Source: an optimization exercise on an open RTL-to-GDS flow (aim: small area, a short achievable clock period and few clock cycles per item). Production flows keep margins and buffers that such runs may drop.
RTL that was checked went through simulation tests only; none was proved equivalent to the original.
The RTL of run 5 was laid out without a check of its function.

`design.v`:
```
`timescale 1ns / 1ps
package adcsss_pkg;
   localparam logic [1:0] CH_TEMP = 2'd0;
   localparam logic [1:0] CH_VOLT = 2'd1;
   localparam logic [1:0] CH_CURR = 2'd2;
   localparam logic [7:0] MUX_TEMP = 8'h42;
   localparam logic [7:0] MUX_VOLT = 8'h03;
   localparam logic [7:0] MUX_CURR = 8'h04;
   localparam logic [13:0]        MV_PER_LSB_Q16 = 14'd10000;
   localparam logic [31:0]        TEMP_ROUND     = 32'h0000_0800;
   localparam logic signed [32:0] KELVIN_Q16     = 33'sd17901158;
   localparam logic signed [51:0] GAIN_ROUND     = 52'sd128;
   localparam logic signed [51:0] SMOOTH_ROUND   = 52'sd32768;
   localparam logic [16:0]        ALPHA_ONE      = 17'd65536;
   localparam logic [15:0]        VOLTAGE_GAIN_RST   = 16'd768;
   localparam logic [15:0]        CURRENT_GAIN_RST   = 16'd128;
   localparam logic signed [23:0] VOLTAGE_BIAS_RST   = 24'sd0;
   localparam logic signed [23:0] CURRENT_BIAS_RST   = 24'sd0;
   localparam logic [16:0]        TEMP_ALPHA_RST     = 17'd13107;
   localparam logic [16:0]        VOLTAGE_ALPHA_RST  = 17'd13107;
   localparam logic [16:0]        CURRENT_ALPHA_RST  = 17'd655;
   localparam logic [31:0]        TEMP_CAL_RST       = 32'd0;
   typedef enum logic [2:0] {
      REG_VOLTAGE_GAIN  = 3'd0,
      REG_CURRENT_GAIN  = 3'd1,
      REG_VOLTAGE_BIAS  = 3'd2,
      REG_CURRENT_BIAS  = 3'd3,
      REG_TEMP_ALPHA    = 3'd4,
      REG_VOLTAGE_ALPHA = 3'd5,
      REG_CURRENT_ALPHA = 3'd6,
      REG_TEMP_CAL      = 3'd7
   } reg_index_type;
   typedef struct packed {
      logic [15:0]        voltage_gain;
      logic [15:0]        current_gain;
      logic signed [23:0] voltage_bias;
      logic signed [23:0] current_bias;
      logic [16:0]        temp_alpha;
      logic [16:0]        voltage_alpha;
      logic [16:0]        current_alpha;
      logic [31:0]        temp_calibration;
   } cfg_type;
   typedef enum logic [2:0] {
      ST_IDLE,
      ST_SCALE,
      ST_VALUE,
      ST_SMOOTH,
      ST_UPDATE
   } state_type;
   typedef struct packed {
      logic load;
      logic scale;
      logic value;
      logic smooth;
      logic commit;
   } cmd_type;
endpackage
`timescale 1ns / 1ps
module adcsss_csr (
   input  logic                clock,
   input  logic                reset,
   input  logic                csr_we,
   input  logic [2:0]          csr_index,
   input  logic [31:0]         csr_wdata,
   output adcsss_pkg::cfg_type cfg
);
   adcsss_pkg::cfg_type cfg_ff;
   logic [16:0]         alpha_w;
   assign alpha_w = csr_wdata[16] ? adcsss_pkg::ALPHA_ONE : csr_wdata[16:0];
   always_ff @(posedge clock) begin
      if (reset) begin
         cfg_ff.voltage_gain     <= adcsss_pkg::VOLTAGE_GAIN_RST;
         cfg_ff.current_gain     <= adcsss_pkg::CURRENT_GAIN_RST;
         cfg_ff.voltage_bias     <= adcsss_pkg::VOLTAGE_BIAS_RST;
         cfg_ff.current_bias     <= adcsss_pkg::CURRENT_BIAS_RST;
         cfg_ff.temp_alpha       <= adcsss_pkg::TEMP_ALPHA_RST;
         cfg_ff.voltage_alpha    <= adcsss_pkg::VOLTAGE_ALPHA_RST;
         cfg_ff.current_alpha    <= adcsss_pkg::CURRENT_ALPHA_RST;
         cfg_ff.temp_calibration <= adcsss_pkg::TEMP_CAL_RST;
      end else if (csr_we) begin
         case (csr_index)
            adcsss_pkg::REG_VOLTAGE_GAIN:  cfg_ff.voltage_gain     <= csr_wdata[15:0];
            adcsss_pkg::REG_CURRENT_GAIN:  cfg_ff.current_gain     <= csr_wdata[15:0];
            adcsss_pkg::REG_VOLTAGE_BIAS:  cfg_ff.voltage_bias     <= csr_wdata[23:0];
            adcsss_pkg::REG_CURRENT_BIAS:  cfg_ff.current_bias     <= csr_wdata[23:0];
            adcsss_pkg::REG_TEMP_ALPHA:    cfg_ff.temp_alpha       <= alpha_w;
            adcsss_pkg::REG_VOLTAGE_ALPHA: cfg_ff.voltage_alpha    <= alpha_w;
            adcsss_pkg::REG_CURRENT_ALPHA: cfg_ff.current_alpha    <= alpha_w;
            default:                       cfg_ff.temp_calibration <= csr_wdata;
         endcase
      end
   end
   assign cfg = cfg_ff;
endmodule
`timescale 1ns / 1ps
module adcsss_ctrl (
   input  logic               clock,
   input  logic               reset,
   input  logic               res_valid,    
   input  logic [1:0]         res_channel,
   input  logic signed [31:0] res_value,
   output logic               go,           
   output logic               rsp_valid,
   input  logic               rsp_ready,
   output logic [1:0]         rsp_channel,
   output logic signed [31:0] rsp_smoothed_value,
   output logic [7:0]         rsp_next_mux
);
   logic               out_v_ff;
   logic [1:0]         out_ch_ff;
   logic signed [31:0] out_val_ff;
   assign go = !out_v_ff || rsp_ready;
   always_ff @(posedge clock) begin
      if (reset) begin
         out_v_ff <= 1'b0;
      end else if (go) begin
         out_v_ff <= res_valid;
      end
   end
   always_ff @(posedge clock) begin
      if (go) begin
         out_ch_ff  <= res_channel;
         out_val_ff <= res_value;
      end
   end
   assign rsp_valid          = out_v_ff;
   assign rsp_channel        = out_ch_ff;
   assign rsp_smoothed_value = out_val_ff;
   always_comb begin
      unique case (out_ch_ff)
         adcsss_pkg::CH_TEMP: rsp_next_mux = adcsss_pkg::MUX_VOLT;
         adcsss_pkg::CH_VOLT: rsp_next_mux = adcsss_pkg::MUX_CURR;
         default:             rsp_next_mux = adcsss_pkg::MUX_TEMP;
      endcase
   end
endmodule
`timescale 1ns / 1ps
module adcsss_csa_tree #(
   parameter int N = 3,
   parameter int W = 8
) (
   input  logic [N*W-1:0] rows,
   output logic [W-1:0]   sum,
   output logic [W-1:0]   carry
);
   function automatic integer count_at(input integer level);
      integer n, i;
      begin
         n = N;
         for (i = 0; i < level; i = i + 1) n = 2 * (n / 3) + n % 3;
         count_at = n;
      end
   endfunction
   function automatic integer depth(input integer dummy);
      integer n, i, l;
      begin
         n = N;
         l = 0;
         for (i = 0; i < 64; i = i + 1) begin
            if (n > 2) begin
               n = 2 * (n / 3) + n % 3;
               l = l + 1;
            end
         end
         depth = l;
      end
   endfunction
   localparam integer L = depth(0);
   for (genvar l = 0; l <= L; l++) begin : lv
      localparam integer NL = count_at(l);
      logic [NL*W-1:0] v;
      if (l == 0) begin : g_in
         assign v = rows;
      end else begin : g_red
         localparam integer NP = count_at(l - 1);
         for (genvar g = 0; g < NP / 3; g++) begin : g_fa
            logic [W-1:0] a, b, c;
            assign a = lv[l-1].v[(3*g)*W +: W];
            assign b = lv[l-1].v[(3*g+1)*W +: W];
            assign c = lv[l-1].v[(3*g+2)*W +: W];
            assign v[(2*g)*W +: W]   = a ^ b ^ c;
            assign v[(2*g+1)*W +: W] = {((a[W-2:0] & b[W-2:0]) | (a[W-2:0] & c[W-2:0])
                                        | (b[W-2:0] & c[W-2:0])), 1'b0};
         end
         for (genvar r = 0; r < NP % 3; r++) begin : g_pass
            assign v[(2*(NP/3)+r)*W +: W] = lv[l-1].v[(3*(NP/3)+r)*W +: W];
         end
      end
   end
   if (N == 1) begin : g_one
      assign sum   = lv[L].v[W-1:0];
      assign carry = '0;
   end else begin : g_two
      assign sum   = lv[L].v[W-1:0];
      assign carry = lv[L].v[2*W-1:W];
   end
endmodule
module adcsss_booth_enc #(
   parameter int D = 9
) (
   input  logic [2*D-1:0] y,       
   output logic [D-1:0]   one,
   output logic [D-1:0]   two,
   output logic [D-1:0]   neg
);
   logic [2*D:0] yy;
   assign yy = {y, 1'b0};
   for (genvar i = 0; i < D; i++) begin : g_d
      logic lo, mid, hi;
      assign lo     = yy[2*i];
      assign mid    = yy[2*i+1];
      assign hi     = yy[2*i+2];
      assign one[i] = mid ^ lo;
      assign two[i] = (hi & !mid & !lo) | (!hi & mid & lo);
      assign neg[i] = hi;
   end
endmodule
module adcsss_booth_rows #(
   parameter int WX = 29,
   parameter int D  = 9,
   parameter int W  = 45
) (
   input  logic signed [WX-1:0] x,
   input  logic [D-1:0]         one,
   input  logic [D-1:0]         two,
   input  logic [D-1:0]         neg,
   input  logic [W-1:0]         extra,
   output logic [D*W-1:0]       rows
);
   logic [WX:0]   xe;       
   logic [WX+1:0] x2;       
   assign xe = {x[WX-1], x};
   assign x2 = {xe, 1'b0};
   for (genvar i = 0; i < D; i++) begin : g_r
      logic [WX:0]  mag, r;
      logic [W-1:0] row;
      assign mag = ({(WX+1){one[i]}} & xe) | ({(WX+1){two[i]}} & x2[WX:0]);
      assign r   = mag ^ {(WX+1){neg[i]}};
      for (genvar j = 0; j < W; j++) begin : g_b
         if (j < 2*i) begin : g_lo
            if (i > 0 && j == 2*i - 2) begin : g_neg
               assign row[j] = neg[i-1];
            end else if (i == D - 1) begin : g_extra
               assign row[j] = extra[j];
            end else begin : g_zero
               assign row[j] = 1'b0;
            end
         end else if (j < 2*i + WX) begin : g_pp
            assign row[j] = r[j-2*i];
         end else if (i == 0) begin : g_first
            if (j == WX)          assign row[j] = r[WX];
            else if (j == WX + 1) assign row[j] = r[WX];
            else if (j == WX + 2) assign row[j] = !r[WX];
            else                  assign row[j] = 1'b0;
         end else begin : g_rest
            if (j == 2*i + WX)          assign row[j] = !r[WX];
            else if (j == 2*i + WX + 1) assign row[j] = 1'b1;
            else if (i == D - 1)        assign row[j] = 1'b1;
            else                        assign row[j] = 1'b0;
         end
      end
      assign rows[i*W +: W] = row;
   end
endmodule
module adcsss_dp (
   input  logic                clock,
   input  logic                reset,
   input  logic                go,
   input  logic                req_valid,
   output logic                req_ready,
   input  adcsss_pkg::cfg_type cfg,
   input  logic [13:0]         req_sample,
   output logic                res_valid,
   output logic [1:0]          res_channel,
   output logic signed [31:0]  res_value
);
   localparam int W1 = 45;    
   localparam int W2 = 48;    
   localparam [W1-1:0] T1 = 45'd2048 - (45'd274 << 12);
   logic [1:0]         ptr_ff;
   logic               isk_v_ff;
   logic [1:0]         isk_ch_ff;
   logic [13:0]        isk_s_ff;
   logic               accept;
   logic               v0;
   logic [1:0]         ch0;
   logic [13:0]        s0;
   logic               v1_ff, v2_ff, v3_ff, v4_ff, v5_ff, v6_ff;
   logic [1:0]         ch1_ff, ch2_ff, ch3_ff, ch4_ff, ch5_ff, ch6_ff;
   logic [28:0]        xs_ff, xc_ff;
   logic signed [28:0] x_ff;
   logic [8:0]         g_one_ff, g_two_ff, g_neg_ff;
   logic [W1-1:0]      ps_ff, pc_ff;
   logic signed [31:0] val_ff;
   logic signed [32:0] diff_ff;
   logic [8:0]         a_one_ff, a_two_ff, a_neg_ff;
   logic [W2-1:0]      qs_ff, qc_ff;
   logic signed [31:0] avg0_ff, avg1_ff, avg2_ff;
   assign req_ready = !isk_v_ff;
   assign accept    = req_valid && !isk_v_ff;
   assign v0  = isk_v_ff || accept;
   assign ch0 = isk_v_ff ? isk_ch_ff : ptr_ff;
   assign s0  = isk_v_ff ? isk_s_ff : req_sample;
   logic signed [23:0] bias0;
   logic [28:0]        s29;
   logic [5*29-1:0]    vrows;
   logic [28:0]        vs, vc;
   logic [28:0]        xs_in, xc_in;
   assign bias0 = (ch0 == adcsss_pkg::CH_VOLT) ? cfg.voltage_bias : cfg.current_bias;
   assign s29   = {15'd0, s0};
   assign vrows = {s29 << 9, s29 << 7, s29, ~(s29 << 4), {bias0[23], bias0, 4'd0}};
   adcsss_csa_tree #(.N(5), .W(29)) u_tree0 (
      .rows  (vrows),
      .sum   (vs),
      .carry (vc)
   );
   assign xs_in = (ch0 == adcsss_pkg::CH_TEMP) ? {13'd0, cfg.temp_calibration[31:16]} : vs;
   assign xc_in = (ch0 == adcsss_pkg::CH_TEMP) ? ~{17'd0, s0[13:2]} : vc;
   logic [15:0]        opb;
   logic [8:0]         g_one, g_two, g_neg;
   always_comb begin
      unique case (ch1_ff)
         adcsss_pkg::CH_TEMP: opb = cfg.temp_calibration[15:0];
         adcsss_pkg::CH_VOLT: opb = cfg.voltage_gain;
         default:             opb = cfg.current_gain;
      endcase
   end
   adcsss_booth_enc #(.D(9)) u_genc (
      .y   ({2'b00, opb}),
      .one (g_one),
      .two (g_two),
      .neg (g_neg)
   );
   logic [9*W1-1:0]  rows1;
   logic [10*W1-1:0] rows1k;
   logic [W1-1:0]    ps_in, pc_in;
   adcsss_booth_rows #(.WX(29), .D(9), .W(W1)) u_rows1 (
      .x     (x_ff),
      .one   (g_one_ff),
      .two   (g_two_ff),
      .neg   (g_neg_ff),
      .extra ((ch2_ff == adcsss_pkg::CH_TEMP) ? 45'd0 : 45'd8),
      .rows  (rows1)
   );
   assign rows1k = {(ch2_ff == adcsss_pkg::CH_TEMP) ? T1 : 45'd0, rows1};
   adcsss_csa_tree #(.N(10), .W(W1)) u_tree1 (
      .rows  (rows1k),
      .sum   (ps_in),
      .carry (pc_in)
   );
   logic [W1-1:0]      p;
   logic [15:0]        kk;
   logic               tsat;
   logic signed [31:0] tval;
   logic signed [31:0] gval;
   logic signed [31:0] value;
   assign p    = ps_ff + pc_ff;
   assign kk   = p[27:12];
   assign tsat = kk[15] && (kk <= 16'd65261);
   assign tval = tsat ? 32'sh7fff_ffff : {kk, 16'd55706};
   assign gval = (p[44:35] == {10{p[35]}}) ? p[35:4]
               : (p[44] ? 32'sh8000_0000 : 32'sh7fff_ffff);
   assign value = (ch3_ff == adcsss_pkg::CH_TEMP) ? tval : gval;
   logic signed [31:0] avg4;
   logic [16:0]        alpha;
   logic [8:0]         a_one, a_two, a_neg;
   always_comb begin
      unique case (ch4_ff)
         adcsss_pkg::CH_TEMP: avg4 = avg0_ff;
         adcsss_pkg::CH_VOLT: avg4 = avg1_ff;
         default:             avg4 = avg2_ff;
      endcase
   end
   always_comb begin
      unique case (ch4_ff)
         adcsss_pkg::CH_TEMP: alpha = cfg.temp_alpha;
         adcsss_pkg::CH_VOLT: alpha = cfg.voltage_alpha;
         default:             alpha = cfg.current_alpha;
      endcase
   end
   adcsss_booth_enc #(.D(9)) u_aenc (
      .y   ({1'b0, alpha}),
      .one (a_one),
      .two (a_two),
      .neg (a_neg)
   );
   logic signed [31:0] avg5;
   logic [9*W2-1:0]    rows2;
   logic [10*W2-1:0]   rows2a;
   logic [W2-1:0]      qs_in, qc_in;
   always_comb begin
      unique case (ch5_ff)
         adcsss_pkg::CH_TEMP: avg5 = avg0_ff;
         adcsss_pkg::CH_VOLT: avg5 = avg1_ff;
         default:             avg5 = avg2_ff;
      endcase
   end
   adcsss_booth_rows #(.WX(33), .D(9), .W(W2)) u_rows2 (
      .x     (diff_ff),
      .one   (a_one_ff),
      .two   (a_two_ff),
      .neg   (a_neg_ff),
      .extra (48'd32768),
      .rows  (rows2)
   );
   assign rows2a = {avg5, 16'd0, rows2};
   adcsss_csa_tree #(.N(10), .W(W2)) u_tree2 (
      .rows  (rows2a),
      .sum   (qs_in),
      .carry (qc_in)
   );
   logic [W2-1:0] acc;
   assign acc         = qs_ff + qc_ff;
   assign res_valid   = v6_ff;
   assign res_channel = ch6_ff;
   assign res_value   = acc[47:16];
   always_ff @(posedge clock) begin
      if (reset) begin
         ptr_ff    <= adcsss_pkg::CH_TEMP;
         isk_v_ff  <= 1'b0;
      end else begin
         if (accept) ptr_ff <= (ptr_ff == adcsss_pkg::CH_CURR) ? adcsss_pkg::CH_TEMP : ptr_ff + 2'd1;
         if (go) isk_v_ff <= 1'b0;
         else if (accept) isk_v_ff <= 1'b1;
      end
   end
   always_ff @(posedge clock) begin
      if (!isk_v_ff) begin
         isk_ch_ff <= ptr_ff;
         isk_s_ff  <= req_sample;
      end
   end
   always_ff @(posedge clock) begin
      if (reset) begin
         v1_ff     <= 1'b0;
         v2_ff     <= 1'b0;
         v3_ff     <= 1'b0;
         v4_ff     <= 1'b0;
         v5_ff     <= 1'b0;
         v6_ff     <= 1'b0;
         avg0_ff   <= '0;
         avg1_ff   <= '0;
         avg2_ff   <= '0;
      end else if (go) begin
         v1_ff <= v0;
         v2_ff <= v1_ff;
         v3_ff <= v2_ff;
         v4_ff <= v3_ff;
         v5_ff <= v4_ff;
         v6_ff <= v5_ff;
         if (v6_ff && ch6_ff == adcsss_pkg::CH_TEMP) avg0_ff <= res_value;
         if (v6_ff && ch6_ff == adcsss_pkg::CH_VOLT) avg1_ff <= res_value;
         if (v6_ff && ch6_ff == adcsss_pkg::CH_CURR) avg2_ff <= res_value;
      end
   end
   always_ff @(posedge clock) begin
      if (go) begin
         ch1_ff   <= ch0;
         ch2_ff   <= ch1_ff;
         ch3_ff   <= ch2_ff;
         ch4_ff   <= ch3_ff;
         ch5_ff   <= ch4_ff;
         ch6_ff   <= ch5_ff;
         xs_ff    <= xs_in;
         xc_ff    <= xc_in;
         x_ff     <= xs_ff + xc_ff + 29'd1;
         g_one_ff <= g_one;
         g_two_ff <= g_two;
         g_neg_ff <= g_neg;
         ps_ff    <= ps_in;
         pc_ff    <= pc_in;
         val_ff   <= value;
         diff_ff  <= $signed({val_ff[31], val_ff}) - $signed({avg4[31], avg4});
         a_one_ff <= a_one;
         a_two_ff <= a_two;
         a_neg_ff <= a_neg;
         qs_ff    <= qs_in;
         qc_ff    <= qc_in;
      end
   end
endmodule
`timescale 1ns / 1ps
module adc_scan_scale_smooth (
   input  logic                clock,
   input  logic                reset,
   input  logic                req_valid,
   output logic                req_ready,
   input  logic [13:0]         req_sample,
   output logic                rsp_valid,
   input  logic                rsp_ready,
   output logic [1:0]          rsp_channel,
   output logic signed [31:0]  rsp_smoothed_value,
   output logic [7:0]          rsp_next_mux,
   input  logic                csr_we,
   input  logic [2:0]          csr_index,
   input  logic [31:0]         csr_wdata
);
   adcsss_pkg::cfg_type cfg;
   logic                go;
   logic                res_valid;
   logic [1:0]          res_channel;
   logic signed [31:0]  res_value;
   adcsss_csr u_csr (
      .clock     (clock),
      .reset     (reset),
      .csr_we    (csr_we),
      .csr_index (csr_index),
      .csr_wdata (csr_wdata),
      .cfg       (cfg)
   );
   adcsss_dp u_dp (
      .clock       (clock),
      .reset       (reset),
      .go          (go),
      .req_valid   (req_valid),
      .req_ready   (req_ready),
      .cfg         (cfg),
      .req_sample  (req_sample),
      .res_valid   (res_valid),
      .res_channel (res_channel),
      .res_value   (res_value)
   );
   adcsss_ctrl u_ctrl (
      .clock              (clock),
      .reset              (reset),
      .res_valid          (res_valid),
      .res_channel        (res_channel),
      .res_value          (res_value),
      .go                 (go),
      .rsp_valid          (rsp_valid),
      .rsp_ready          (rsp_ready),
      .rsp_channel        (rsp_channel),
      .rsp_smoothed_value (rsp_smoothed_value),
      .rsp_next_mux       (rsp_next_mux)
   );
endmodule
```
`flow/run.sh`:
```
#!/bin/bash
# The standard layout, with three changes to how it is made:
#  - Yosys synth without its early "abc -fast" pass (-noabc), so that
#    extract_fa finds the carry-save adders without inverted polarities;
#  - port buffers of a plain buffer cell instead of the default delay cell;
#  - timing repair aimed 5.5 ns below the clock period.
# The clock period, SDC and everything else are the standard flow's. Each tool's output is
# in orfs/logs/ (ORFS) and in standard.log.
set -euo pipefail
bash standard.sh SYNTH_ARGS=-noabc SETUP_SLACK_MARGIN=5.5 \
  "BUFFER_PORTS_ARGS=-buffer_cell sky130_fd_sc_hd__buf_2" finish > standard.log 2>&1
```
`standard.sh`:
```
#!/bin/bash
# synth_recipe.tcl (not shown) runs the flow's synth.tcl, then flattens the netlist and writes it again
# the make line also repeats each setting of config.mk as NAME=value (left out here)
make -C /OpenROAD-flow-scripts/flow DESIGN_CONFIG=/design/flow/config.mk WORK_HOME=/design/flow/orfs CLKGATE_MAP_FILE= SYNTH_SCRIPT=/design/flow/synth_recipe.tcl "${@:-finish}"
```
`config.mk`:
```
export PLATFORM = sky130hd
export DESIGN_NAME = adc_scan_scale_smooth
export DESIGN_NICKNAME = adc_scan_scale_smooth
export VERILOG_FILES = /design/flow/design.v
export SDC_FILE = /design/flow/constraint.sdc
export NUM_CORES = 4
export LEC_CHECK = 0
export ABC_AREA = 1
export CAP_MARGIN = 20
export CORE_MARGIN = 2
export CORE_UTILIZATION = 40
export CTS_BUF_LIST = sky130_fd_sc_hd__clkbuf_8
export CTS_CLUSTER_SIZE = 20
export SLEW_MARGIN = 20
```
`constraint.sdc`:
```
create_clock -name core_clock -period 9.5 [get_ports {clock}]
set_input_delay 1.9000 -clock core_clock [delete_from_list [all_inputs] [get_ports {clock}]]
set_output_delay 1.9000 -clock core_clock [all_outputs]
set_load 0.01 [all_outputs]
```
==> results of run 1 <==
==> sequential cells by signal (all words and copies together) (netlist names), 32 cells and up <==
register,flops
u_ctrl.out_val_ff,32
u_dp.qc_ff,42
u_dp.qs_ff,43
u_dp.val_ff,32
u_dp.avg0_ff,32
u_dp.diff_ff,33
u_csr.cfg_ff,163
u_dp.avg2_ff,32
u_dp.pc_ff,40
u_dp.avg1_ff,32
u_dp.ps_ff,41
==> cells by family after synthesis <==
| group | count (synthesis) | synth area share [%] |
|---|---|---|
| AOI/OAI and AO/OA | 1483 | 14.9 |
| muxes | 17 | 0.313 |
| other | 1 | 0.00665 |
| and+or+nand+nor | 1366 | 9.99 |
| DFF | 699 | 32.2 |
| adders and majority gates | 795 | 24.6 |
| buffers and inverters | 1205 | 8.10 |
| xor gates and xnor gates | 638 | 9.91 |
==> metal layers <==
layer  vias to the layer above  routed length [um]
li1                      21000                   -
met4                         0               10100
met2                      2398               85800
met3                       587               16500
met1                     23000               74400
met5                         -                   0
==> cell usage in the layout (no fill, tap or decap), types with 20 or more instances in the layout <==
cell type	netlist	final
a21oi_1	397	395
a31oi_1	27	27
buf_12	0	49
buf_2	6	92
buf_4	5	164
buf_6	3	40
clkbuf_8	0	135
clkinv_1	35	23
clkinv_4	0	24
clkinvlp_4	0	38
dfxtp_1	285	285
edfxtp_1	414	414
fa_1	522	469
fa_2	0	53
ha_1	273	271
inv_1	797	770
inv_2	29	40
nand2_1	767	767
nand3_1	109	109
nand4_1	37	37
nor2_1	345	337
nor3_1	33	32
o211ai_1	51	51
o21ai_0	404	386
o21bai_1	20	20
o22ai_1	545	446
o22ai_2	0	76
o22ai_4	0	23
or2_2	31	28
xnor2_1	61	59
xor2_1	577	543
xor2_2	0	34
==> stage by stage <==
stage / util (%) / setup slack, ns / instances
2_1_floorplan: - / 0.870 / 6207
3_3_place_gp: 41.8 / 4.81 / 7890
3_5_place_dp: 41.8 / 4.80 / 7890
4_1_cts: 45.0 / 5.40 / 8217
5_1_grt: 47.0 / 5.21 / 8357
6_report: 47.0 / 5.17 / 8357
==> layout make-up <==
| type | count | area share (%) |
|---|---|---|
| Multi-Input combinational cell | 4304 | 53.5 |
| Inverter | 861 | 5.72 |
| Antenna cell | 5 | 0.0191 |
| Tap cell | 1876 | 3.58 |
| Timing Repair Buffer | 364 | 5.44 |
| Timing Repair inverter | 21 | 0.231 |
| Clock buffer | 133 | 2.79 |
| Sequential cell | 699 | 27.6 |
| Clock inverter | 94 | 1.08 |
==> repair_timing <==
item | 4_1_cts | 5_1_grt
pin swaps | 101 | 175
endpoints found under the setup margin | 153 | 158
gates resized for setup | 250 | 293
setup buffers | 91 | 106
gates cloned | 9 | 29
==> worst max-delay path by stage <==
| stage | startpoint | cells after the start | slack (ns) | endpoint |
|---|---|---|---|---|
| detailed placement | u_dp.ch4_ff[1] | 15 | 4.80 | u_dp.diff_ff[32] |
| finish | u_dp.x_ff[14] | 14 | 5.17 | u_dp.ps_ff[21] |
| floorplan | rsp_ready | 2 | 0.87 | u_ctrl.out_ch_ff[0] |
| global placement | u_dp.ch4_ff[1] | 15 | 4.81 | u_dp.diff_ff[32] |
| CTS | u_dp.x_ff[13] | 12 | 5.40 | u_dp.ps_ff[22] |
| global route | u_dp.x_ff[14] | 14 | 5.21 | u_dp.ps_ff[21] |
==> results.txt, run 1 <==
CP Buf/Inv Count = 7
max incr delay on CP = 0.56 ns
Vias = 47000
Syn Inst Count = 6204
clock tree buffer depth = 3
slowest cell on the critical path = fa_1
Design Area, Final = 0.0656 mm2
Core Region = 0.140 mm2
global-route met2 utilization = 39.1%
critical path class = flip-flop to flip-flop
Min Hold Slack = 0.432 ns
layout net count = 7219
Slew Limit Fails = 0
Max Cap Viol = 0
Slew headroom = 29.7%
Die Ht = 380 um
Netlist cell types = 53
dpl cell area = 0.0585 mm2
cell mode on critical path = buf_6
crit path time final = 4.33 ns
H-tree Lvls = 3
Routed WL per cell = 22.3 um
Startpoint Class = flip-flop
top_reg_cell synth = edfxtp_1
Detail Route Antenna Nets = 0
Fin. Hold Viols = 0
vias in the first global route = 45700
DIE AREA = 0.144 mm2
capture point of the worst reg-to-reg path = u_dp.ps_ff[21]
met1 global-route usage = 32.0%
hold path endpoint = u_dp.ch4_ff[1]
Post-synth EDFFs = 414
top cells by count, synth = inv_1, nand2_1, xor2_1
WHS Path Cells = 0
most frequent cell after synthesis = inv_1
R2R depth = 14
Ports = 98
required time worst endpoint = 10.11 ns
Worst R2R Start = u_dp.x_ff[14]
GRT Total Usage = 24.3%
initial antenna violation count = 5
count of hold buffers inserted by post-cts repair = 0
CTS tree = yes
status = no timing/DRC/antenna violations
Num CTS Buffers = 119
CTS clock-pin slew for the worst setup and hold paths = 0.06 ns
main area contributors after synthesis = edfxtp_1, fa_1, dfxtp_1, xor2_1, ha_1
share of cells above drive strength 1 = 14.8%
drt initial violations = 4921
Synth-to-Final Area Change = 16.4%
first-pass GRT wire length = 273000 um
CP Data Arrival Time = 4.94 ns
largest net degree at the start of global routing = 171
via density per instance = 5.62
Syn Area/Cell = 9.09 um2
clk sinks = 699
RSZ-0062 raised after global routing = yes
worst-path fanout max = 4
post-synthesis cell area = 0.0564 mm2
Most Crowded Layer GR = met2
setup TNS = 0 ns
beginning of the worst hold path = u_dp.ch3_ff[1]
Placer Congestion = 0.935
Root Buffer = clkbuf_8
grt ovf = 0
Tcrit/Tclk final = 45.6%
Residual DRC = 0
CP cell instances = buf_6 > clkinvlp_4 > buf_6 > buf_6 > buf_6 > o22ai_2 > xor2_1 > fa_2 > fa_1 > fa_2 > fa_1 > inv_1 > fa_1 > inv_1
Final Setup Violations = 0
leading area contributor after synthesis = edfxtp_1
CP endpoint kind = flip-flop
FF/Latch Area = 0.0181 mm2
register area share after synthesis = 32.2%
worst reg2reg setup slack = 5.17 ns
Layout Skew = 0.0631 ns
synthesized flop and latch total = 699
warnings from Yosys = 3
asr flop ratio synth = 0%
Detailed Place HPWL = 126000 um
post-synth top area share = 22.0%
met3 Usage GRT = 4.99%
Hold Path Class = flip-flop to flip-flop
worst skew pair latency = 0.85 ns
layout filler cell count = 13100
Top Family by Delay on Critical Path = adder cells
PortBufs = 93
Initial Util = 40.4%
Slew @ Worst Pin = 1.05 ns
row count = 137
1st-pass router iterations = 5
Peak Freq = 231 MHz
area occupied by multi-input gates = 0.0351 mm2
chip width = 380 um
WL final = 187000 um
Testbench counts, summed over its fixed seeds: cycles 4,856, samples 4,800.
==> inputs of run 2 (changes only) <==
--- a/config.mk
+++ b/config.mk
@@ -6,5 +6,4 @@
 export NUM_CORES = 4
 export LEC_CHECK = 0
-export ABC_AREA = 1
 export CAP_MARGIN = 20
 export CORE_MARGIN = 2
@@ -13,2 +12,3 @@
 export CTS_CLUSTER_SIZE = 20
 export SLEW_MARGIN = 20
+export TNS_END_PERCENT = 5
==> results.txt, run 2 <==
layout net count = 6316 (was 7219)
Place WS = 4.79 ns (was 4.80 ns)
Residual DRC = 0 (unchanged)
WL final = 155000 um (was 187000 um)
max FFs per register = 163 (unchanged)
CP endpoint kind = flip-flop (unchanged)
CTS clock-pin slew for the worst setup and hold paths = 0.06 ns (about the same)
CP cell instances = a22oi_1 > xnor2_1 > fa_1 > fa_1 > fa_1 > fa_1 > fa_1 (was buf_6 > clkinvlp_4 > buf_6 > buf_6 > buf_6 > o22ai_2 > xor2_1 > fa_2 > fa_1 > fa_2 > fa_1 > inv_1 > fa_1 > inv_1)
worst skew pair latency = 0.86 ns (was 0.85 ns)
global-route met2 utilization = 35.1% (was 39.1%)
largest net degree at the start of global routing = 180 (was 171)
share of cells above drive strength 1 = 12.2% (was 14.8%)
Tcrit/Tclk final = 44.2% (was 45.6%)
non-filler cells, final = 7369 (was 8357)
most common cell after layout, fill and taps aside = nand2_1 (was inv_1)
area occupied by multi-input gates = 0.0349 mm2 (was 0.0351 mm2)
required time worst endpoint = 10.05 ns (was 10.11 ns)
warnings from Yosys = 3 (unchanged)
Final Setup Violations = 0 (unchanged)
Regs by FF count = u_csr.cfg_ff: 163 flops, u_dp.qs_ff: 43 flops, u_dp.qc_ff: 42 flops (unchanged)
Syn Area/Cell = 10.2 um2 (was 9.09 um2)
Slew Limit Fails = 0 (unchanged)
DIE AREA = 0.142 mm2 (was 0.144 mm2)
slowest cell on the critical path = edfxtp_1 (was fa_1)
Most Crowded Layer GR = met2 (unchanged)
clock tree buffer depth = 3 (unchanged)
drt initial violations = 3636 (was 4921)
RSZ-0062 raised after global routing = yes (unchanged)
Core Region = 0.137 mm2 (was 0.140 mm2)
met1 global-route usage = 28.7% (was 32.0%)
Startpoint Class = flip-flop (unchanged)
main area contributors after synthesis = edfxtp_1, fa_1, dfxtp_1, xnor2_1, a22oi_1 (was edfxtp_1, fa_1, dfxtp_1, xor2_1, ha_1)
count of hold buffers inserted by post-cts repair = 0 (unchanged)
commonest non-fill, non-tap cells in the layout = nand2_1, xnor2_1, fa_1 (was inv_1, nand2_1, xor2_1)
Placer Congestion = 0.859 (was 0.935)
Root Buffer = clkbuf_8 (unchanged)
Largest Register = u_csr.cfg_ff (unchanged)
Vias = 41500 (was 47000)
layout filler cell count = 13000 (was 13100)
1st-pass router iterations = 6 (was 5)
first-pass GRT wire length = 243000 um (was 273000 um)
Slew headroom = 21.1% (was 29.7%)
Ports = 98 (unchanged)
crit path time final = 4.19 ns (was 4.33 ns)
grt ovf = 0 (unchanged)
max incr delay on CP = 0.81 ns (was 0.56 ns)
Peak Freq = 238 MHz (was 231 MHz)
vias in the first global route = 42100 (was 45700)
clk sinks = 699 (unchanged)
Hold Path Class = flip-flop to flip-flop (unchanged)
CTS tree = yes (unchanged)
Design Area, Final = 0.0624 mm2 (was 0.0656 mm2)
synthesized flop and latch total = 699 (unchanged)
FF/Latch Area = 0.0181 mm2 (unchanged)
PortBufs = 93 (unchanged)
top_reg_cell synth = edfxtp_1 (unchanged)
Fin. Hold Viols = 0 (unchanged)
dpl cell area = 0.0571 mm2 (was 0.0585 mm2)
post-synth top area share = 22.4% (was 22.0%)
Synth-to-Final Area Change = 12.5% (was 16.4%)
via density per instance = 5.64 (was 5.62)
Num CTS Buffers = 120 (was 119)
Post-synth EDFFs = 414 (unchanged)
GRT Total Usage = 21.7% (was 24.3%)
Slew @ Worst Pin = 1.18 ns (was 1.05 ns)
initial antenna violation count = 3 (was 5)
top cells by count, synth = nand2_1, xnor2_1, fa_1 (was inv_1, nand2_1, xor2_1)
PnR worst setup slack = 5.31 ns (was 5.17 ns)
row count = 136 (was 137)
Detailed Place HPWL = 104000 um (was 126000 um)
Die Ht = 376 um (was 380 um)
Netlist cell types = 82 (was 53)
status = no timing/DRC/antenna violations (unchanged)
register area share after synthesis = 32.7% (was 32.2%)
Syn Inst Count = 5429 (was 6204)
worst reg2reg setup slack = 5.31 ns (was 5.17 ns)
H-tree Lvls = 3 (unchanged)
most frequent cell after synthesis = nand2_1 (was inv_1)
asr flop ratio synth = 0% (unchanged)
Detail Route Antenna Nets = 0 (unchanged)
post-synthesis cell area = 0.0554 mm2 (was 0.0564 mm2)
CP Data Arrival Time = 4.74 ns (was 4.94 ns)
met3 Usage GRT = 4.56% (was 4.99%)
worst-path fanout max = 18 (was 4)
placed insts = 6948 (was 7890)
Initial Util = 40.3% (was 40.4%)
chip width = 376 um (was 380 um)
Max Cap Viol = 0 (unchanged)
Routed WL per cell = 21.0 um (was 22.3 um)
leading area contributor after synthesis = edfxtp_1 (unchanged)
Layout Skew = 0.0623 ns (was 0.0631 ns)
cell mode on critical path = fa_1 (was buf_6)
setup TNS = 0 ns (unchanged)
critical path class = flip-flop to flip-flop (unchanged)
run 2: cell count changes in the layout (fill, tap and decap cells not counted), sizes merged, moves of 84 or more:
cell | previous run | this run
nand2 | 776 | 585
mux2i | 12 | 120
xor2 | 577 | 63
o22ai | 545 | 8
xnor2 | 61 | 572
a22oi | 5 | 484
nand3 | 114 | 30
nor2 | 354 | 219
o21ai | 405 | 180
inv | 853 | 351
run 2: final cells by class:
class,count,share of cell area (%)
inverter,303,1.84
timing repair buffer,360,5.51
multi-input combinational,3983,56.0
clock inverter,93,1.00
tap,1794,3.60
clock buffer,135,2.98
antenna,2,0.00803
sequential,699,29.1
run 2: what timing repair did:
item,4_1_cts,5_1_grt
gates cloned,5,3
pin swaps,91,18
setup buffers,169,14
setup endpoints to repair,168,161
gates resized for setup,89,41
run 2: final timing paths:
check | startpoint | endpoint | cells past startpoint
max | u_dp.diff_ff[12] | u_dp.qc_ff[19] | 7
min reg2reg | u_dp.v5_ff | u_dp.v5_ff | 2
max reg2reg | u_dp.diff_ff[12] | u_dp.qc_ff[19] | 7
min | u_dp.v5_ff | u_dp.v5_ff | 2
run 2: worst max-delay path, delay by kind of cell (launching register included):
| kind | cells | cell delay [ns] |
|---|---|---|
| fa+ha+maj | 5 | 2.67 |
| flops | 1 | 0.81 |
| compound gates | 1 | 0.22 |
| xor+xnor | 1 | 0.21 |
run 2: layer usage:
layer,part of all wire [%],vias to the layer above
met5,0.013,-
met4,3.2,2
met3,7.9,372
met2,47,1765
met1,42,20600
li1,-,18800
run 2: cells by family (layout without fill, tap and decap cells):
group                    after synthesis  in the layout  synth area share [%]
XOR/XNOR                             635            635                  10.0
adder cells (fa/ha/maj)              795            795                  25.0
buffers and inverters                753            891                  5.18
AO/OA/AOI/OAI                       1314           1317                  15.6
other                                  1              6               0.00677
AND/OR/NAND/NOR                     1079           1079                  8.59
flip-flops                           699            699                  32.7
multiplexers                         153            153                  2.84
run 2: stage by stage:
step                      hold WS (ns)  util [%]
after floorplan                  0.417         -
after global placement           0.439      41.5
after detailed placement         0.442      41.5
after CTS                        0.454      45.1
after global routing             0.469      45.4
final                            0.452      45.4
==> inputs of run 3 (changes only) <==
--- a/config.mk
+++ b/config.mk
@@ -12,3 +12,2 @@
 export CTS_CLUSTER_SIZE = 20
 export SLEW_MARGIN = 20
-export TNS_END_PERCENT = 5
==> results.txt, run 3 <==
status = no timing/DRC/antenna violations (unchanged)
Detailed Place HPWL = 104000 um (about the same)
max incr delay on CP = 0.55 ns (was 0.81 ns)
Vias = 41800 (was 41500)
grt ovf = 0 (unchanged)
count of hold buffers inserted by post-cts repair = 0 (unchanged)
Tcrit/Tclk final = 42.5% (was 44.2%)
Regs by FF count = u_csr.cfg_ff: 163 flops, u_dp.qs_ff: 43 flops, u_dp.qc_ff: 42 flops (unchanged)
crit path time final = 4.04 ns (was 4.19 ns)
most common cell after layout, fill and taps aside = nand2_1 (unchanged)
synthesized flop and latch total = 699 (unchanged)
Num CTS Buffers = 121 (was 120)
main area contributors after synthesis = edfxtp_1, fa_1, dfxtp_1, xnor2_1, a22oi_1 (unchanged)
setup TNS = 0 ns (unchanged)
Initial Util = 40.3% (unchanged)
worst-path fanout max = 13 (was 18)
top_reg_cell synth = edfxtp_1 (unchanged)
PortBufs = 93 (unchanged)
Ports = 98 (unchanged)
vias in the first global route = 42500 (was 42100)
cell mode on critical path = fa_1 (unchanged)
warnings from Yosys = 3 (unchanged)
Detail Route Antenna Nets = 0 (unchanged)
first-pass GRT wire length = 247000 um (was 243000 um)
CP Data Arrival Time = 4.63 ns (was 4.74 ns)
Slew headroom = 25.2% (was 21.1%)
Die Ht = 376 um (unchanged)
WL final = 160000 um (was 155000 um)
Slew @ Worst Pin = 1.12 ns (was 1.18 ns)
register area share after synthesis = 32.7% (unchanged)
Place WS = 4.36 ns (was 4.79 ns)
CTS tree = yes (unchanged)
clock tree buffer depth = 3 (unchanged)
most frequent cell after synthesis = nand2_1 (unchanged)
Core Region = 0.137 mm2 (unchanged)
share of cells above drive strength 1 = 16.7% (was 12.2%)
1st-pass router iterations = 7 (was 6)
largest net degree at the start of global routing = 191 (was 180)
CP endpoint kind = flip-flop (unchanged)
CTS clock-pin slew for the worst setup and hold paths = 0.06 ns (about the same)
Max Cap Viol = 0 (unchanged)
Hold Path Class = flip-flop to flip-flop (unchanged)
Post-synth EDFFs = 414 (unchanged)
leading area contributor after synthesis = edfxtp_1 (unchanged)
worst reg2reg setup slack = 5.46 ns (was 5.31 ns)
clk sinks = 699 (unchanged)
PnR worst setup slack = 5.46 ns (was 5.31 ns)
Syn Inst Count = 5429 (unchanged)
post-synthesis cell area = 0.0554 mm2 (unchanged)
max FFs per register = 163 (unchanged)
Final Setup Violations = 0 (unchanged)
Residual DRC = 0 (unchanged)
CP cell instances = buf_6 > clkbuf_16 > buf_4 > a22oi_1 > xnor2_1 > fa_1 > fa_2 > fa_2 > fa_1 > inv_1 > fa_1 > inv_1 (was a22oi_1 > xnor2_1 > fa_1 > fa_1 > fa_1 > fa_1 > fa_1)
via density per instance = 5.63 (was 5.64)
required time worst endpoint = 10.09 ns (was 10.05 ns)
Root Buffer = clkbuf_8 (unchanged)
slowest cell on the critical path = fa_1 (was edfxtp_1)
Layout Skew = 0.0675 ns (was 0.0623 ns)
initial antenna violation count = 4 (was 3)
Routed WL per cell = 21.6 um (was 21.0 um)
chip width = 376 um (unchanged)
Syn Area/Cell = 10.2 um2 (unchanged)
DIE AREA = 0.142 mm2 (unchanged)
Placer Congestion = 0.847 (was 0.859)
H-tree Lvls = 3 (unchanged)
Largest Register = u_csr.cfg_ff (unchanged)
Netlist cell types = 82 (unchanged)
placed insts = 6947 (was 6948)
Fin. Hold Viols = 0 (unchanged)
layout net count = 6375 (was 6316)
post-synth top area share = 22.4% (unchanged)
drt initial violations = 3661 (was 3636)
critical path class = flip-flop to flip-flop (unchanged)
GRT Total Usage = 22.2% (was 21.7%)
row count = 136 (unchanged)
Synth-to-Final Area Change = 15.9% (was 12.5%)
Slew Limit Fails = 0 (unchanged)
top cells by count, synth = nand2_1, xnor2_1, fa_1 (unchanged)
RSZ-0062 raised after global routing = yes (unchanged)
commonest non-fill, non-tap cells in the layout = nand2_1, xnor2_1, fa_1 (unchanged)
non-filler cells, final = 7427 (was 7369)
Peak Freq = 248 MHz (was 238 MHz)
worst skew pair latency = 0.85 ns (was 0.86 ns)
asr flop ratio synth = 0% (unchanged)
Startpoint Class = flip-flop (unchanged)
run 3: cell counts after synthesis:
Identical to the previous run, type by type.
run 3: final cells by class:
type | count | area, um2
inverters | 303 | 1150
clock buffers | 136 | 1870
fillers | 12600 | 73200
flip-flops and latches | 699 | 18100
clock inverters | 91 | 489
well taps | 1794 | 2240
diodes | 3 | 7.51
multi-input cells | 3984 | 36000
repair buffers | 417 | 4380
run 3: logic make-up after synthesis:
family,synth area share [%]
compound gates,15.6
xor+xnor,10.0
fa+ha+maj,25.0
buf+inv,5.18
flops,32.7
mux,2.84
other cells,0.00677
simple gates,8.59
run 3: worst max-delay path: cells and delay by family, from the launching register on:
| kind | cells | cell delay [ns] |
|---|---|---|
| compound gates | 1 | 0.20 |
| buf+inv | 5 | 0.60 |
| xor+xnor | 1 | 0.12 |
| fa+ha+maj | 5 | 2.41 |
| flops | 1 | 0.45 |
run 3: what timing repair did:
| item | CTS | global route |
|---|---|---|
| pin swaps | 141 | 234 |
| resized for setup | 203 | 228 |
| gates cloned | 10 | 4 |
| endpoints found under the setup margin | 200 | 149 |
| setup buffers | 203 | 32 |
run 3: metrics by stage:
step | util (%) | area, um2 | hold WS, ns
3_3_place_gp | 41.5 | 57100 | 0.428
3_5_place_dp | 41.6 | 57100 | 0.433
6_report | 46.7 | 64300 | 0.443
2_1_floorplan | - | 55600 | 0.417
4_1_cts | 45.8 | 62900 | 0.437
5_1_grt | 46.7 | 64300 | 0.472
run 3: worst paths after layout:
kind                         start        endpoint  depth (start not counted)
setup / recovery  u_dp.g_one_ff[4]  u_dp.ps_ff[11]                         12
hold / removal          u_dp.v4_ff      u_dp.v5_ff                          2
setup reg to reg  u_dp.g_one_ff[4]  u_dp.ps_ff[11]                         12
hold reg to reg         u_dp.v4_ff      u_dp.v5_ff                          2
run 3: layer usage:
layer	wire length, um	up-vias	GRT usage (%)
met3	12200	381	4.48
met4	5830	0	8.69
met1	67100	20800	29.0
li1	-	18900	-
met5	0	-	0
met2	75300	1735	36.3
==> inputs of run 4 (changes only) <==
--- a/flow/run.sh
+++ b/flow/run.sh
@@ -8,4 +8,4 @@
 # in orfs/logs/ (ORFS) and in standard.log.
 set -euo pipefail
-bash standard.sh SYNTH_ARGS=-noabc SETUP_SLACK_MARGIN=5.5 \
+bash standard.sh SYNTH_ARGS=-noabc SETUP_SLACK_MARGIN=5.75 \
   "BUFFER_PORTS_ARGS=-buffer_cell sky130_fd_sc_hd__buf_2" finish > standard.log 2>&1
==> results.txt, run 4 <==
asr flop ratio synth = 0% (unchanged)
first-pass GRT wire length = 257000 um (was 247000 um)
slowest cell on the critical path = fa_2 (was fa_1)
commonest non-fill, non-tap cells in the layout = nand2_1, xnor2_1, edfxtp_1 (was nand2_1, xnor2_1, fa_1)
count of hold buffers inserted by post-cts repair = 0 (unchanged)
grt ovf = 0 (unchanged)
RSZ-0062 raised after global routing = yes (unchanged)
Ports = 98 (unchanged)
warnings from Yosys = 3 (unchanged)
Final Setup Violations = 0 (unchanged)
Synth-to-Final Area Change = 21.5% (was 15.9%)
leading area contributor after synthesis = edfxtp_1 (unchanged)
cell mode on critical path = fa_1 (unchanged)
max incr delay on CP = 0.61 ns (was 0.55 ns)
Detail Route Antenna Nets = 0 (unchanged)
clock tree buffer depth = 3 (unchanged)
CTS tree = yes (unchanged)
PortBufs = 93 (unchanged)
status = no timing/DRC/antenna violations (unchanged)
CP endpoint kind = flip-flop (unchanged)
Netlist cell types = 82 (unchanged)
Vias = 42500 (was 41800)
post-synth top area share = 22.4% (unchanged)
max FFs per register = 163 (unchanged)
synthesized flop and latch total = 699 (unchanged)
Post-synth EDFFs = 414 (unchanged)
beginning of the worst hold path = u_dp.ch5_ff[0] (was u_dp.v4_ff)
clk sinks = 699 (unchanged)
Tcrit/Tclk final = 43.1% (was 42.5%)
via density per instance = 5.66 (was 5.63)
vias in the first global route = 43800 (was 42500)
top_reg_cell synth = edfxtp_1 (unchanged)
capture point of the worst reg-to-reg path = u_dp.ps_ff[15] (was u_dp.ps_ff[11])
share of cells above drive strength 1 = 24.0% (was 16.7%)
worst skew pair latency = 0.88 ns (was 0.85 ns)
row count = 136 (unchanged)
hold path endpoint = u_dp.ch6_ff[0] (was u_dp.v5_ff)
CP Data Arrival Time = 4.70 ns (was 4.63 ns)
Initial Util = 40.3% (unchanged)
Top Family by Delay on Critical Path = adder cells (unchanged)
critical path class = flip-flop to flip-flop (unchanged)
Slew Limit Fails = 0 (unchanged)
DIE AREA = 0.142 mm2 (unchanged)
drt initial violations = 3443 (was 3661)
Largest Register = u_csr.cfg_ff (unchanged)
initial antenna violation count = 3 (was 4)
CP cell instances = buf_6 > clkbuf_16 > buf_4 > a22oi_2 > xnor2_1 > fa_1 > fa_2 > fa_1 > fa_1 > inv_1 > fa_1 > inv_1 (was buf_6 > clkbuf_16 > buf_4 > a22oi_1 > xnor2_1 > fa_1 > fa_2 > fa_2 > fa_1 > inv_1 > fa_1 > inv_1)
H-tree Lvls = 3 (unchanged)
Num CTS Buffers = 121 (unchanged)
setup TNS = 0 ns (unchanged)
Slew @ Worst Pin = 1.13 ns (was 1.12 ns)
top cells by count, synth = nand2_1, xnor2_1, fa_1 (unchanged)
Detailed Place HPWL = 106000 um (was 104000 um)
Regs by FF count = u_csr.cfg_ff: 163 flops, u_dp.qs_ff: 43 flops, u_dp.qc_ff: 42 flops (unchanged)
Peak Freq = 244 MHz (was 248 MHz)
most common cell after layout, fill and taps aside = nand2_1 (unchanged)
Syn Area/Cell = 10.2 um2 (unchanged)
register area share after synthesis = 32.7% (unchanged)
layout filler cell count = 12300 (was 12600)
main area contributors after synthesis = edfxtp_1, fa_1, dfxtp_1, xnor2_1, a22oi_1 (unchanged)
Residual DRC = 0 (unchanged)
Startpoint Class = flip-flop (unchanged)
1st-pass router iterations = 6 (was 7)
worst reg2reg setup slack = 5.41 ns (was 5.46 ns)
Die Ht = 376 um (unchanged)
layout net count = 6461 (was 6375)
Worst R2R Start = u_dp.g_two_ff[0] (was u_dp.g_one_ff[4])
Layout Skew = 0.0600 ns (was 0.0675 ns)
Min Hold Slack = 0.452 ns (was 0.443 ns)
CTS clock-pin slew for the worst setup and hold paths = 0.07 ns (was 0.06 ns)
most frequent cell after synthesis = nand2_1 (unchanged)
Fin. Hold Viols = 0 (unchanged)
Core Region = 0.137 mm2 (unchanged)
WHS Path Cells = 0 (was 2)
Slew headroom = 24.8% (was 25.2%)
GRT Total Usage = 23.2% (was 22.2%)
R2R depth = 12 (unchanged)
required time worst endpoint = 10.11 ns (was 10.09 ns)
cell depth of the worst setup path = 12 (unchanged)
CP Buf/Inv Count = 5 (unchanged)
crit path time final = 4.09 ns (was 4.04 ns)
Max Cap Viol = 0 (unchanged)
worst-path fanout max = 5 (was 13)
Hold Path Class = flip-flop to flip-flop (unchanged)
largest net degree at the start of global routing = 174 (was 191)
Routed WL per cell = 22.3 um (was 21.6 um)
Root Buffer = clkbuf_8 (unchanged)
Syn Inst Count = 5429 (unchanged)
Placer Congestion = 0.875 (was 0.847)
WL final = 168000 um (was 160000 um)
post-synthesis cell area = 0.0554 mm2 (unchanged)
chip width = 376 um (unchanged)
## run 4: cell counts after synthesis
No cell type changed its count.
## run 4: stage by stage
step / std cells / util, % / area (um2) / setup slack (ns)
floorplan: 5432 / - / 56900 / 5.25
global placement: 6954 / 41.9 / 57700 / 4.61
detailed placement: 6954 / 41.9 / 57700 / 4.56
CTS: 7446 / 47.3 / 65100 / 5.46
global route: 7518 / 49.0 / 67300 / 5.32
finish: 7519 / 49.0 / 67400 / 5.41
## run 4: final cells by class
type	instances	area, um2	area share [%]
Antenna cell	4	10.0	0.0149
Clock buffer	135	1860	2.76
Clock inverter	97	726	1.08
Inverter	303	1140	1.70
Multi-Input combinational cell	3985	37800	56.1
Sequential cell	699	18100	26.9
Tap cell	1794	2240	3.33
Timing Repair Buffer	502	5420	8.05
## run 4: timing repair
item                       in CTS  in global routing
pin swaps                     316                387
setup endpoints to repair     268                213
resized for setup             419                331
setup buffers                 240                 62
cloned                         20                  6
## run 4: cells by family (layout without fill, tap and decap cells)
logic type	count (synthesis)	count (layout)	synth area share, %
xor+xnor	635	635	10.0
compound gates	1314	1319	15.6
simple gates	1079	1079	8.59
buf+inv	753	1037	5.18
other cells	1	8	0.00677
mux	153	153	2.84
fa+ha+maj	795	795	25.0
flops	699	699	32.7
## run 4: worst max path at each step
stage	endpoint	start	slack, ns
floorplan	u_dp.avg1_ff[25]	rsp_ready	5.25
global placement	u_dp.diff_ff[29]	u_dp.ch4_ff[0]	4.61
detailed placement	u_dp.diff_ff[30]	u_dp.ch4_ff[0]	4.56
CTS	u_dp.ps_ff[33]	u_dp.g_one_ff[3]	5.46
global route	u_dp.ps_ff[23]	u_dp.g_two_ff[0]	5.32
finish	u_dp.ps_ff[15]	u_dp.g_two_ff[0]	5.41
## run 4: worst register-to-register path: cells and delay by family (launching register included)
kind / cells / cell delay [ns]
AOI/OAI and AO/OA: 1 / 0.19
xor gates and xnor gates: 1 / 0.12
adders and majority gates: 5 / 2.58
buffers and inverters: 5 / 0.54
DFF: 1 / 0.38
## run 4: per-layer routing
metal,wire (um),up-vias,GRT usage (%)
met3,13300,434,5.07
li1,-,19100,-
met2,79800,1771,38.4
met5,0,-,0
met1,67900,21200,29.2
met4,6950,0,9.98
==> inputs of run 5 (changes only) <==
--- a/design.v
+++ b/design.v
@@ -277,5 +277,4 @@
    localparam int W1 = 45;    
    localparam int W2 = 48;    
-   localparam [W1-1:0] T1 = 45'd2048 - (45'd274 << 12);
    logic [1:0]         ptr_ff;
    logic               isk_v_ff;
@@ -333,5 +332,4 @@
    );
    logic [9*W1-1:0]  rows1;
-   logic [10*W1-1:0] rows1k;
    logic [W1-1:0]    ps_in, pc_in;
    adcsss_booth_rows #(.WX(29), .D(9), .W(W1)) u_rows1 (
@@ -340,10 +338,9 @@
       .two   (g_two_ff),
       .neg   (g_neg_ff),
-      .extra ((ch2_ff == adcsss_pkg::CH_TEMP) ? 45'd0 : 45'd8),
+      .extra ((ch2_ff == adcsss_pkg::CH_TEMP) ? 45'd2048 : 45'd8),
       .rows  (rows1)
    );
-   assign rows1k = {(ch2_ff == adcsss_pkg::CH_TEMP) ? T1 : 45'd0, rows1};
-   adcsss_csa_tree #(.N(10), .W(W1)) u_tree1 (
-      .rows  (rows1k),
+   adcsss_csa_tree #(.N(9), .W(W1)) u_tree1 (
+      .rows  (rows1),
       .sum   (ps_in),
       .carry (pc_in)
@@ -356,5 +353,13 @@
    logic signed [31:0] value;
    assign p    = ps_ff + pc_ff;
-   assign kk   = p[27:12];
+   logic [12:0] lo12;
+   logic [15:0] ks, kc;
+   adcsss_csa_tree #(.N(3), .W(16)) u_tree_k (
+      .rows  ({16'd65262, pc_ff[27:12], ps_ff[27:12]}),
+      .sum   (ks),
+      .carry (kc)
+   );
+   assign lo12 = {1'b0, ps_ff[11:0]} + {1'b0, pc_ff[11:0]};
+   assign kk   = ks + kc + {15'd0, lo12[12]};
    assign tsat = kk[15] && (kk <= 16'd65261);
    assign tval = tsat ? 32'sh7fff_ffff : {kk, 16'd55706};
--- a/flow/run.sh
+++ b/flow/run.sh
@@ -8,4 +8,4 @@
 # in orfs/logs/ (ORFS) and in standard.log.
 set -euo pipefail
-bash standard.sh SYNTH_ARGS=-noabc SETUP_SLACK_MARGIN=5.75 \
+bash standard.sh SYNTH_ARGS=-noabc SETUP_SLACK_MARGIN=5.5 \
   "BUFFER_PORTS_ARGS=-buffer_cell sky130_fd_sc_hd__buf_2" finish > standard.log 2>&1
==> results.txt, run 5 <==
status = no timing/DRC/antenna violations (unchanged)
PnR worst setup slack = 5.00 ns (was 5.41 ns)
most common cell after layout, fill and taps aside = nand2_1 (unchanged)
Die Ht = 376 um (about the same)
WHS Path Cells = 2 (was 0)
synthesized flop and latch total = 700 (was 699)
leading area contributor after synthesis = edfxtp_1 (unchanged)
capture point of the worst reg-to-reg path = u_dp.val_ff[16] (was u_dp.ps_ff[15])
crit path from = u_dp.pc_ff[4] (was u_dp.g_two_ff[0])
worst-path fanout max = 8 (was 5)
required time worst endpoint = 10.08 ns (was 10.11 ns)
Slew Limit Fails = 0 (unchanged)
Detailed Place HPWL = 109000 um (was 106000 um)
Startpoint Class = flip-flop (unchanged)
main area contributors after synthesis = edfxtp_1, fa_1, dfxtp_1, xnor2_1, a22oi_1 (unchanged)
drt initial violations = 3749 (was 3443)
Residual DRC = 0 (unchanged)
Peak Freq = 222 MHz (was 244 MHz)
Synth-to-Final Area Change = 13.8% (was 21.5%)
CP cell instances = ha_4 > fa_2 > a211oi_2 > o211a_1 > nor2_1 > ha_2 > a21o_1 > a21oi_2 > o21ai_2 > a211o_1 > a21oi_2 > xor2_1 > or4_4 > a2111oi_4 > a21oi_4 > a311oi_4 > buf_12 > o221ai_2 (was buf_6 > clkbuf_16 > buf_4 > a22oi_2 > xnor2_1 > fa_1 > fa_2 > fa_1 > fa_1 > inv_1 > fa_1 > inv_1)
Layout Skew = 0.0466 ns (was 0.0600 ns)
row count = 136 (unchanged)
area occupied by multi-input gates = 0.0360 mm2 (was 0.0378 mm2)
Place WS = 4.60 ns (was 4.56 ns)
met3 Usage GRT = 3.66% (was 5.07%)
Tcrit/Tclk final = 47.3% (was 43.1%)
R2R depth = 18 (was 12)
1st-pass router iterations = 7 (was 6)
asr flop ratio synth = 0% (unchanged)
via density per instance = 5.70 (was 5.66)
Design Area, Final = 0.0629 mm2 (was 0.0674 mm2)
Slew headroom = 24.4% (was 24.8%)
worst reg2reg setup slack = 5.00 ns (was 5.41 ns)
Root Buffer = clkbuf_8 (unchanged)
warnings from Yosys = 3 (unchanged)
Hold Path Class = flip-flop to flip-flop (unchanged)
Core Region = 0.137 mm2 (about the same)
GRT Total Usage = 22.5% (was 23.2%)
post-synthesis cell area = 0.0553 mm2 (was 0.0554 mm2)
Critical Path Sink = u_dp.val_ff[16] (was u_dp.ps_ff[15])
Num CTS Buffers = 119 (was 121)
cell mode on critical path = a21oi_2 (was fa_1)
max FFs per register = 163 (unchanged)
top_reg_cell synth = edfxtp_1 (unchanged)
dpl cell area = 0.0571 mm2 (was 0.0577 mm2)
register area share after synthesis = 32.8% (was 32.7%)
CP Data Arrival Time = 5.07 ns (was 4.70 ns)
clock tree buffer depth = 3 (unchanged)
Syn Inst Count = 5425 (was 5429)
CP Buf/Inv Count = 1 (was 5)
Most Crowded Layer GR = met2 (unchanged)
Vias = 41900 (was 42500)
largest net degree at the start of global routing = 137 (was 174)
max incr delay on CP = 0.54 ns (was 0.61 ns)
H-tree Lvls = 3 (unchanged)
most frequent cell after synthesis = nand2_1 (unchanged)
WL final = 161000 um (was 168000 um)
met1 global-route usage = 29.6% (was 29.2%)
cell depth of the worst setup path = 18 (was 12)
Worst R2R Start = u_dp.pc_ff[4] (was u_dp.g_two_ff[0])
FF/Latch Area = 0.0182 mm2 (was 0.0181 mm2)
commonest non-fill, non-tap cells in the layout = nand2_1, xnor2_1, fa_1 (was nand2_1, xnor2_1, edfxtp_1)
critical path class = flip-flop to flip-flop (unchanged)
slowest cell on the critical path = or4_4 (was fa_2)
Initial Util = 40.3% (about the same)
DIE AREA = 0.141 mm2 (was 0.142 mm2)
setup TNS = 0 ns (unchanged)
top cells by count, synth = nand2_1, xnor2_1, fa_1 (unchanged)
CP endpoint kind = flip-flop (unchanged)
Final Setup Violations = 0 (unchanged)
share of cells above drive strength 1 = 14.5% (was 24.0%)
grt ovf = 0 (unchanged)
Slew @ Worst Pin = 1.13 ns (about the same)
Max Cap Viol = 0 (unchanged)
CTS tree = yes (unchanged)
Netlist cell types = 81 (was 82)
vias in the first global route = 42200 (was 43800)
RSZ-0062 raised after global routing = yes (unchanged)
Ports = 98 (unchanged)
Largest Register = u_csr.cfg_ff (unchanged)
post-layout util = 45.8% (was 49.0%)
Routed WL per cell = 22.0 um (was 22.3 um)
layout filler cell count = 12800 (was 12300)
clk sinks = 700 (was 699)
PortBufs = 93 (unchanged)
Regs by FF count = u_csr.cfg_ff: 163 flops, u_dp.qs_ff: 43 flops, u_dp.qc_ff: 42 flops (unchanged)
chip width = 376 um (about the same)
layout net count = 6289 (was 6461)
global-route met2 utilization = 37.4% (was 38.4%)
CTS clock-pin slew for the worst setup and hold paths = 0.07 ns (about the same)
Placer Congestion = 0.886 (was 0.875)
post-synth top area share = 22.5% (was 22.4%)
Top Family by Delay on Critical Path = compound AO/OA/AOI/OAI gates (was adder cells)
Detail Route Antenna Nets = 0 (unchanged)
worst skew pair latency = 0.88 ns (about the same)
crit path time final = 4.50 ns (was 4.09 ns)
initial antenna violation count = 3 (unchanged)
Syn Area/Cell = 10.2 um2 (about the same)
Post-synth EDFFs = 415 (was 414)
Fin. Hold Viols = 0 (unchanged)
first-pass GRT wire length = 249000 um (was 257000 um)
## run 5: worst min-delay path by stage
stage,from,end
floorplan,u_dp.ch1_ff[0],u_dp.ch2_ff[0]
global placement,u_csr.cfg_ff[119],u_csr.cfg_ff[119]
detailed placement,u_csr.cfg_ff[18],u_csr.cfg_ff[18]
CTS,u_dp.v4_ff,u_dp.v5_ff
global route,u_csr.cfg_ff[142],u_csr.cfg_ff[142]
finish,u_csr.cfg_ff[118],u_csr.cfg_ff[118]
## run 5: timing repair
action	4_1_cts	5_1_grt
pin swaps	75	132
gates cloned	5	3
setup endpoints to repair	199	202
hold buffers	0	0
setup buffers	120	48
gates resized for setup	138	185
## run 5: cells by family after synthesis
kind of cell | count (synthesis) | share of synthesized area [%]
other cells | 1 | 0.00678
fa+ha+maj | 788 | 24.6
flops | 700 | 32.8
buf+inv | 670 | 4.60
mux | 154 | 2.87
compound gates | 1338 | 16.0
simple gates | 1125 | 8.88
xor+xnor | 649 | 10.3
## run 5: layout make-up
| cell class | instances | area share, % |
|---|---|---|
| multi-input cells | 4060 | 57.2 |
| flip-flops and latches | 700 | 28.9 |
| repair buffers | 348 | 5.25 |
| well taps | 1794 | 3.57 |
| clock buffers | 135 | 2.95 |
| inverters | 218 | 1.32 |
| clock inverters | 89 | 0.887 |
| diodes | 3 | 0.0119 |
## run 5: worst reg2reg max path, cell delays in order (launching register included)
cell and delay, ns:
edfxtp_1 0.41, ha_4 0.19, fa_2 0.35, a211oi_2 0.22
o211a_1 0.20, nor2_1 0.05, ha_2 0.19, a21o_1 0.16
a21oi_2 0.16, o21ai_2 0.10, a211o_1 0.27, a21oi_2 0.13
xor2_1 0.11, or4_4 0.54, a2111oi_4 0.45, a21oi_4 0.16
a311oi_4 0.27, buf_12 0.18, o221ai_2 0.09
## run 5: per-stage QoR
step / cells / hold WS, ns
final: 7347 / 0.453
after global routing: 7347 / 0.469
after CTS: 7292 / 0.450
after detailed placement: 6943 / 0.446
after global placement: 6943 / 0.438
after floorplan: 5428 / 0.424
## run 5: per-layer routing
layer / routed length, um / vias to the layer above / share of wire [%]
met4: 5280 / 0 / 3.3
met3: 10900 / 328 / 6.7
met1: 67600 / 21000 / 42
met5: 0 / - / 0
met2: 77700 / 1605 / 48
li1: - / 18900 / -

separate check: timing with driven ports:
The flow's constraints put no driver on any port. The routed layouts listed below were extracted and timed again, unchanged, in two steps.
Step 1, drivers: a clkbuf_16 drives clock and a buf_2 each remaining input, both assumed.
Step 2 adds t to the input delays and takes it off the output delays; t is the mean of the earliest and latest rising clock arrival at the registers after step 1. Input paths then give back, and output paths get back, about the clock's delay inside the block.
Three values: ideal, step 1, step 2; two values: the first two.
| run | t (ns) | setup slack, ns | hold slack, ns | worst setup path at the end | worst slew at a driven data input, ns |
|---|---|---|---|---|---|
| run 1 | 0.892 | 5.171 / 5.171 / 5.078 | 0.432 / 0.432 / 0.432 | input to register | 0.16 |
| run 2 | 0.903 | 5.306 / 5.306 / 4.877 | 0.452 / 0.452 / 0.452 | input to register | 0.06 |
| run 3 | 0.891 | 5.461 / 5.461 / 4.883 | 0.443 / 0.443 / 0.443 | input to register | 0.05 |
| run 4 | 0.927 | 5.407 / 5.407 / 5.010 | 0.452 / 0.452 / 0.452 | input to register | 0.19 |
| run 5 | 0.915 | 5.004 / 5.004 / 4.942 | 0.453 / 0.453 / 0.453 | input to register | 0.05 |
After both steps every run listed still meets setup and hold. The setup slack of run 3, which loses most, moves by 0.000 ns with the drivers and by -0.578 ns with both steps.
